What follows belongs to an exercise in optimizing a design on an open flow for small area; a production flow would make more cautious choices. In this exercise RTL edits were held to simulation tests only and were not proved equivalent to the original. Power is estimated from default activity; no workload was simulated.

Design ww_top, start of the top module:
module ww_top (
	input logic clk,
	input logic reset,
	input logic psel,
	input logic penable,
	input logic pwrite,
	input logic [7:0] paddr,
	input logic [15:0] pwdata,
	output logic [15:0] prdata,
	output logic pready,
	output logic pslverr
);
Size in the first run: ~16,000 um^2 of cells after synthesis.
export LEC_CHECK = 0
export CAP_MARGIN = 20
export CORE_MARGIN = 2
export CORE_UTILIZATION = 40
export SLEW_MARGIN = 20
create_clock -name core_clock -period 9.0 [get_ports {clk}]
standard.sh (not shown) runs the stock make flow with config.mk's settings and CLKGATE_MAP_FILE= SYNTH_SCRIPT=/design/flow/synth_recipe.tcl, a recipe that flattens the netlist after the stock synthesis.
==> flow/flow/run.sh <==
#!/bin/bash
# Layout flow: the standard ORFS flow (standard.sh) with these changes:
#  - ORFS's scripts are copied to ./scripts and its ABC mapping script
#    (abc_speed.script) is replaced by flow/abc.script, an area-oriented
#    mapping; everything else in synthesis (registers, flattening, renaming
#    via synth_recipe.tcl) is unchanged;
#  - port buffers use the smallest buffer cell instead of the default choice;
#  - clock tree synthesis clusters sinks into smaller groups driven by
#    clkbuf_8 cells and inserts no dummy loads.
# make's full output goes to flow_make.log here; ORFS's per-step logs are
# under orfs/logs/.
set -euo pipefail
rm -rf scripts
cp -r "$FLOW_HOME/scripts" scripts
cp flow/abc.script scripts/abc_speed.script
CTS="-sink_clustering_enable -repair_clock_nets -dont_use_dummy_load"
CTS="$CTS -buf_list sky130_fd_sc_hd__clkbuf_8"
CTS="$CTS -sink_clustering_size 20 -sink_clustering_max_diameter 50"
bash standard.sh \
	"SCRIPTS_DIR=$PWD/scripts" \
	"BUFFER_PORTS_ARGS=-buffer_cell sky130_fd_sc_hd__buf_1" \
	"CTS_ARGS=$CTS" \
	finish > flow_make.log 2>&1
==> flow/flow/abc.script <==
strash
&get -n
&fraig -x
&put
dc2
strash
dch -f
map -a
The first run completed without violations.
Change:
==> flow/flow/abc.script (replaced) <==
strash
&get -n
&fraig -x
&put
dc2
strash
dch -f
amap
CORE_UTILIZATION = 75   (was 40)
Design area came out lower by a few percent.
Non-clock buffer count is unchanged.
Worst hold slack gains 0.019 ns.
Power is about the same.
Sequential power barely changes.
Via count grows by roughly a tenth.
Global-route usage went up by 16 points.
Sequential share of layout area increases by 1.9 points.
Core utilization is higher by 38 points.
Setup slack got worse by 1.3 ns.
Change:
--- a/flow/flow/run.sh
+++ b/flow/flow/run.sh
@@ -2,5 +2,2 @@
-# Layout flow: the standard ORFS flow (standard.sh) with these changes:
-#  - ORFS's scripts are copied to ./scripts and its ABC mapping script
-#    (abc_speed.script) is replaced by flow/abc.script, an area-oriented
-#    mapping; everything else in synthesis (registers, flattening, renaming
-#    via synth_recipe.tcl) is unchanged;
+# Layout flow: the standard ORFS flow (standard.sh, unchanged synthesis),
+# with two knobs changed:
@@ -13,3 +9,0 @@
-rm -rf scripts
-cp -r "$FLOW_HOME/scripts" scripts
-cp flow/abc.script scripts/abc_speed.script
@@ -20 +13,0 @@
-	"SCRIPTS_DIR=$PWD/scripts" \
CORE_UTILIZATION = 40   (was 75)
removed: flow/flow/abc.script
After rerunning: The new run went through all stages and came out clean; first-iteration DRC count goes down by 51%; synthesized cell count goes down by about 5.5%; final area goes up by 4.6%; sequential power goes down by about 6%; power goes down by 22%; routed wire length goes down by about 9%; count of clock-buffer cells in the layout goes up by 3; worst hold slack is worse by 0.028 ns; global-route usage goes down by 16 points.
Change:
--- a/flow/flow/run.sh
+++ b/flow/flow/run.sh
@@ -2,2 +2,5 @@
-# Layout flow: the standard ORFS flow (standard.sh, unchanged synthesis),
-# with two knobs changed:
+# Layout flow: the standard ORFS flow (standard.sh) with these changes:
+#  - ORFS's scripts are copied to ./scripts and its ABC mapping script
+#    (abc_speed.script) is replaced by flow/abc.script, an area-oriented
+#    mapping; everything else in synthesis (registers, flattening, renaming
+#    via synth_recipe.tcl) is unchanged;
@@ -9,0 +13,3 @@
+rm -rf scripts
+cp -r "$FLOW_HOME/scripts" scripts
+cp flow/abc.script scripts/abc_speed.script
@@ -13,0 +20 @@
+	"SCRIPTS_DIR=$PWD/scripts" \
==> flow/flow/abc.script (new file) <==
strash
&get -n
&fraig -x
&put
dc2
strash
dch -f
amap
What happened:
- The changed run completed with no timing, DRC or antenna violations
- die area falls by a few percent
- fmax falls by about a fifth
- critical path depth rises by 6
- via count rises by a few percent
Change:
CORE_UTILIZATION = 60   (was 40)
The new run finished with timing, DRC and antenna clean.
Routed wire length fell slightly.
Total power shrinks slightly.
Worst setup slack improves by 0.086 ns.
Worst hold slack improves by 0.0084 ns.
Maximum frequency goes up slightly.
Final area drops slightly.

========
The RTL this note starts from:
==> flow/design.v <==
package ww_pkg;
	localparam int WORD_W = 16;
	localparam int ADDR_W = 11;
	localparam int MEM_WORDS = 32;
	localparam int FF_WORDS = 5;	 
endpackage
`timescale 1ns/1ps
module ww_storage (
	input logic clk,
	input logic reset,
	input logic [4:0] sel,	 
	input logic we,	 
	input logic [1:0] wd,
	input logic last,	 
	output logic [1:0] rd	 
);
	logic [63:0] heads;
	logic [4:0] valid;
	logic rd_ok;
	for (genvar w = 0; w < 5; w++) begin : g_ff
		logic [15:0] q;
		logic v;
		always_ff @(posedge clk) begin
			q <= {(we && sel == 5'(w)) ? wd : q[1:0], q[15:2]};
		end
		always_ff @(posedge clk or negedge reset) begin
			if (!reset) begin
				v <= 1'b0;
			end else if (we && sel == 5'(w) && last) begin
				v <= 1'b1;
			end
		end
		assign heads[2*w +: 2] = q[1:0];
		assign valid[w] = v;
	end
	for (genvar w = 5; w < 32; w++) begin : g_tg
		logic [15:0] q;
		always_ff @(posedge clk) begin
			q <= {(we && reset && sel == 5'(w)) ? wd : q[1:0], q[15:2]};
		end
		assign heads[2*w +: 2] = q[1:0];
	end
	assign rd_ok = (sel >= 5'd5) || valid[sel[2:0]];
	assign rd = heads[2*sel +: 2] & {2{rd_ok}};
endmodule
`timescale 1ns/1ps
module ww_top (
	input logic clk,
	input logic reset,
	input logic psel,
	input logic penable,
	input logic pwrite,
	input logic [7:0] paddr,
	input logic [15:0] pwdata,
	output logic [15:0] prdata,
	output logic pready,
	output logic pslverr
);
	localparam logic [2:0] S_IDLE = 3'b000;
	localparam logic [2:0] S_IDLE_A = 3'b001;	 
	localparam logic [2:0] S_ALIGN = 3'b010;	 
	localparam logic [2:0] S_PAD = 3'b011;	 
	localparam logic [2:0] S_FETCH = 3'b100;
	localparam logic [2:0] S_EXEC = 3'b101;
	localparam logic [2:0] S_CLEAN = 3'b110;	 
	localparam logic [2:0] S_PAD_A = 3'b111;	 
	logic [2:0] phi;	 
	logic [2:0] phi_n;
	logic [2:0] state;
	logic [2:0] pad_phi;	 
	logic running;
	logic alarm;
	logic [10:0] pc;
	logic [10:0] ctrl;	 
	logic [15:0] ir;	 
	logic [15:0] ac;	 
	logic [1:0] ach;	 
	logic started;	 
	logic car;
	logic ones;
	logic busy;	 
	logic fetch;
	logic exec;
	logic last;
	logic first;
	assign phi_n = phi + 3'd1;
	always_ff @(posedge clk) begin
		phi <= phi_n;
	end
	assign running = state[2:1] != 2'b00;
	assign alarm = !running && state[0];	 
	assign fetch = state == S_FETCH;
	assign exec = state == S_EXEC;
	assign first = phi == 3'd0;
	assign last = phi == 3'd7;
	logic access;
	logic is_mem;
	logic is_ctrl;
	logic is_stat;
	logic is_ac;
	logic is_pc;
	logic is_ro;
	logic err;
	logic need_wait;
	logic stream;
	logic start;
	logic done;
	logic stop;
	assign access = psel && penable;
	assign is_mem = paddr[7] && (paddr[1:0] == 2'b00);
	assign is_ctrl = paddr == 8'h00;
	assign is_stat = paddr == 8'h04;
	assign is_ac = paddr == 8'h08;
	assign is_pc = paddr == 8'h0C;
	assign is_ro = is_stat || is_ac || is_pc;
	assign err = !(is_mem || is_ctrl || is_ro) ||
		(pwrite && is_ro) ||
		(pwrite && running && (is_ctrl || is_mem));
	assign need_wait = !running && !err && (is_mem || (is_ac && !pwrite) || (is_ctrl && pwrite));
	assign done = busy && (phi == pad_phi);
	assign pready = !need_wait || done;
	assign pslverr = access && err;
	assign stream = access && need_wait;
	assign start = stream && pwrite && is_ctrl && done;
	always_ff @(posedge clk) begin
		busy <= access;
	end
	always_comb begin
		if (paddr[7]) begin
			prdata = ir;
		end else begin
			case (paddr[3:2])
				2'd0: prdata = {5'b0, ctrl & {11{started || running}}};
				2'd1: prdata = {14'b0, alarm, running};
				2'd2: prdata = ir;
				default: prdata = {5'b0, pc & {11{started}}};
			endcase
		end
	end
	logic [10:0] maddr;
	logic in_range;
	logic [4:0] sel;
	logic [1:0] head;
	logic [1:0] rd;
	logic mem_we;
	logic [1:0] wd;
	logic m_we;
	logic [1:0] m_wd;
	assign maddr = fetch ? pc : ir[10:0];
	assign in_range = !running || (fetch ? (&pc[10:5]) : (&ir[10:5]));
	assign sel = running ? maddr[4:0] : paddr[6:2];
	assign rd = in_range ? head : 2'b00;
	assign m_we = exec && !ir[15] && in_range && (ir[4:0] < 5'd5);
	assign m_wd[0] = (ir[11] && phi >= 3'd6) ? rd[0] : ach[0];
	assign m_wd[1] = (ir[11] && phi >= 3'd5) ? rd[1] : ach[1];
	assign mem_we = m_we || (stream && pwrite && paddr[7]);
	assign wd = running ? m_wd : pwdata[2*phi +: 2];
	ww_storage u_storage (
		.clk(clk),
		.reset(reset),
		.sel(sel),
		.we(mem_we),
		.wd(wd),
		.last(last),
		.rd(head)
	);
	logic ir_cap;
	logic [1:0] ir_src;
	assign ir_cap = fetch || (stream && !(pwrite && paddr[7]));
	assign ir_src = (running || paddr[7]) ? rd : (pwrite ? wd : ach);
	for (genvar d = 0; d < 8; d++) begin : g_ir
		always_ff @(posedge clk) begin
			if (ir_cap && phi == 3'(d)) begin
				ir[2*d +: 2] <= ir_src;
			end
		end
	end
	logic [4:0] opf;
	logic f_exec;
	logic f_jump;
	logic f_go;
	assign opf = {rd, ir[13:11]};
	assign f_exec = (opf[4:2] == 3'b100) || (opf[4:1] == 4'b0100);
	assign f_jump = (opf[4:1] == 4'b0111) && (opf[0] || ac_t[1]);
	assign f_go = f_exec || (opf[4:1] == 4'b0111);
	logic norm;
	logic ic;
	logic [1:0] ac_t;
	logic ic_n;
	logic [1:0] b;
	logic [2:0] s;
	logic arith;
	logic is_add;
	logic res15;
	logic ovf;
	logic [1:0] ac_in;
	assign ach = ac[1:0] & {2{started}};
	assign norm = fetch || (state == S_CLEAN);
	assign ic = car;
	assign ac_t[0] = ach[0] ^ ic;
	assign ac_t[1] = ach[1] ^ (ach[0] & ic);
	assign ic_n = ach[1] & ach[0] & ic;
	assign arith = ir[15];
	assign is_add = ir[12];
	assign b = rd ^ {2{ir[11]}};	 
	assign s = {1'b0, ach} + {1'b0, b} + {2'b0, !first && car};	 
	assign res15 = s[1] ^ (s[2] && ones && s[0]);
	assign ovf = (ach[1] == b[1]) && (res15 != ach[1]);
	always_comb begin
		if (exec && arith) begin
			ac_in = is_add ? s[1:0] : b;
		end else if (norm) begin
			ac_in = ac_t;
		end else begin
			ac_in = ac[1:0];
		end
	end
	always_ff @(posedge clk) begin
		if (norm) begin
			car <= ic_n;	 
		end else if (exec && arith && is_add) begin
			car <= s[2];
		end else begin
			car <= 1'b0;
		end
		ones <= (first || ones) && s[0] && s[1];
	end
	always_ff @(posedge clk) begin
		ac <= {ac_in, ac[15:2]};
	end
	assign stop = ((state == S_PAD) || (state == S_PAD_A)) && (phi == pad_phi);
	always_ff @(posedge clk) begin
		if (start || stop || (!running && !access)) begin
			pad_phi <= phi_n;
		end
		if (start) begin
			ctrl <= pwdata[10:0];
		end
		if (start || (fetch && last)) begin
			pc <= (start || f_jump) ? ir[10:0] : pc + 11'd1;
		end
	end
	always_ff @(posedge clk or negedge reset) begin
		if (!reset) begin
			state <= S_IDLE;
			started <= 1'b0;
		end else begin
			case (state)
				S_IDLE, S_IDLE_A: begin
					if (start) begin
						state <= S_ALIGN;
					end
				end
				S_ALIGN: begin
					if (last) begin
						state <= S_FETCH;
					end
				end
				S_FETCH: begin
					if (last) begin
						started <= 1'b1;
						state <= f_exec ? S_EXEC : (f_go ? S_FETCH : S_PAD);
					end
				end
				S_EXEC: begin
					if (last) begin
						if (arith && is_add && ovf) begin
							state <= S_CLEAN;
						end else begin
							state <= S_FETCH;
						end
					end
				end
				S_CLEAN: begin
					if (last) begin
						state <= S_PAD_A;
					end
				end
				default: begin
					if (stop) begin
						state <= {2'b00, state[2]};	 
					end
				end
			endcase
		end
	end
endmodule
export LEC_CHECK = 0
export CAP_MARGIN = 20
export CORE_MARGIN = 2
export CORE_UTILIZATION = 72
export SLEW_MARGIN = 20
create_clock -name core_clock -period 9.0 [get_ports {clk}]
==> flow/flow/run.sh <==
#!/bin/bash
# Layout flow: the standard ORFS flow (standard.sh) with these changes:
#  - ORFS's scripts are copied to ./scripts and its ABC mapping script
#    (abc_speed.script) is replaced by flow/abc.script, an area-oriented
#    mapping; everything else in synthesis (registers, flattening, renaming
#    via synth_recipe.tcl) is unchanged;
#  - port buffers use the smallest buffer cell instead of the default choice;
#  - clock tree synthesis clusters sinks into smaller groups driven by
#    clkbuf_8 cells and inserts no dummy loads.
# make's full output goes to flow_make.log here; ORFS's per-step logs are
# under orfs/logs/.
set -euo pipefail
rm -rf scripts
cp -r "$FLOW_HOME/scripts" scripts
cp flow/abc.script scripts/abc_speed.script
CTS="-sink_clustering_enable -repair_clock_nets -dont_use_dummy_load"
CTS="$CTS -buf_list sky130_fd_sc_hd__clkbuf_8"
CTS="$CTS -sink_clustering_size 20 -sink_clustering_max_diameter 50"
bash standard.sh \
	"SCRIPTS_DIR=$PWD/scripts" \
	"BUFFER_PORTS_ARGS=-buffer_cell sky130_fd_sc_hd__buf_1" \
	"CTS_ARGS=$CTS" \
	finish > flow_make.log 2>&1
==> flow/flow/abc.script <==
strash
&get -n
&fraig -x
&put
dc2
strash
dch -f
amap -F 4 -A 10 -E 0.01
Next try:
Settings changed: CORE_UTILIZATION 72 to 65.
Outcome: Hold slack gets better by 0.031 ns. Combinational power fell by about 4%. Wire length fell by 15%. Via count fell by 5.5%. Global-route usage fell by 6.6 points. Clock skew fell by 0.016 ns. Power fell by 1.4%. Utilization fell by 7.8 points. Die area rose by 10%. Sequential cell count stays the same.
Next try:
Settings changed: CAP_MARGIN 20 to 5, SLEW_MARGIN 20 to 5.
What happened: Routed wire length stays flat; core utilization does not change; via count does not change; cell count is unchanged; die area stays the same; non-clock buffer count is unchanged.
Next try:
Settings changed: CAP_MARGIN 5 to 20, CORE_UTILIZATION 65 to 60, SLEW_MARGIN 5 to 20.
Outcome:
- total power barely changes
- global-route usage fell by 1.4 points
- area after synthesis is unchanged
- maximum frequency fell by 1.8%
- worst setup slack is worse by 0.11 ns
- via count rose by 1.9%

static timing again, ports no longer ideal:
In the flow no input, the clock included, has a driving cell. The finished layouts below were timed again as built, in two steps. Step 1, drivers: a clkbuf_16 drives clk and a buf_2 each remaining input, both assumed. Step 2 times the ports against the registers' clock, not the clock port: input delays grow and output delays shrink by t, the midpoint of the rising clock arrivals with the driver on. Three values: ideal ports, drivers, drivers and shift; two values: the first two.
run | shift t [ns] | setup slack, ns | worst hold slack (ns)
the first run of note 1 | 0.611 | 2.917 / 2.935 / 2.324 | 0.268 / 0.268 / 0.268
the second run of note 1 | 0.587 | 1.665 / 1.665 / 1.605 | 0.287 / 0.287 / 0.287
the third run of note 1 | 0.619 | 3.269 / 3.280 / 2.661 | 0.260 / 0.260 / 0.260
the fourth run of note 1 | 0.608 | 1.964 / 1.964 / 1.639 | 0.267 / 0.267 / 0.267
the fifth run of note 1 | 0.576 | 2.051 / 2.051 / 1.762 | 0.275 / 0.275 / 0.275
the first run of note 2 | 0.593 | 2.683 / 2.708 / 2.115 | 0.245 / 0.245 / 0.245
the second run of note 2 | 0.571 | 2.680 / 2.695 / 2.124 | 0.276 / 0.276 / 0.276
the third run of note 2 | 0.572 | 2.687 / 2.702 / 2.131 | 0.274 / 0.274 / 0.274
the fourth run of note 2 | 0.571 | 2.573 / 2.593 / 2.023 | 0.304 / 0.304 / 0.304
After both steps setup and hold are still met in every run listed. For the third run of note 1, which loses most, drivers alone change the setup slack by +0.011 ns; drivers and shift together by -0.608 ns.
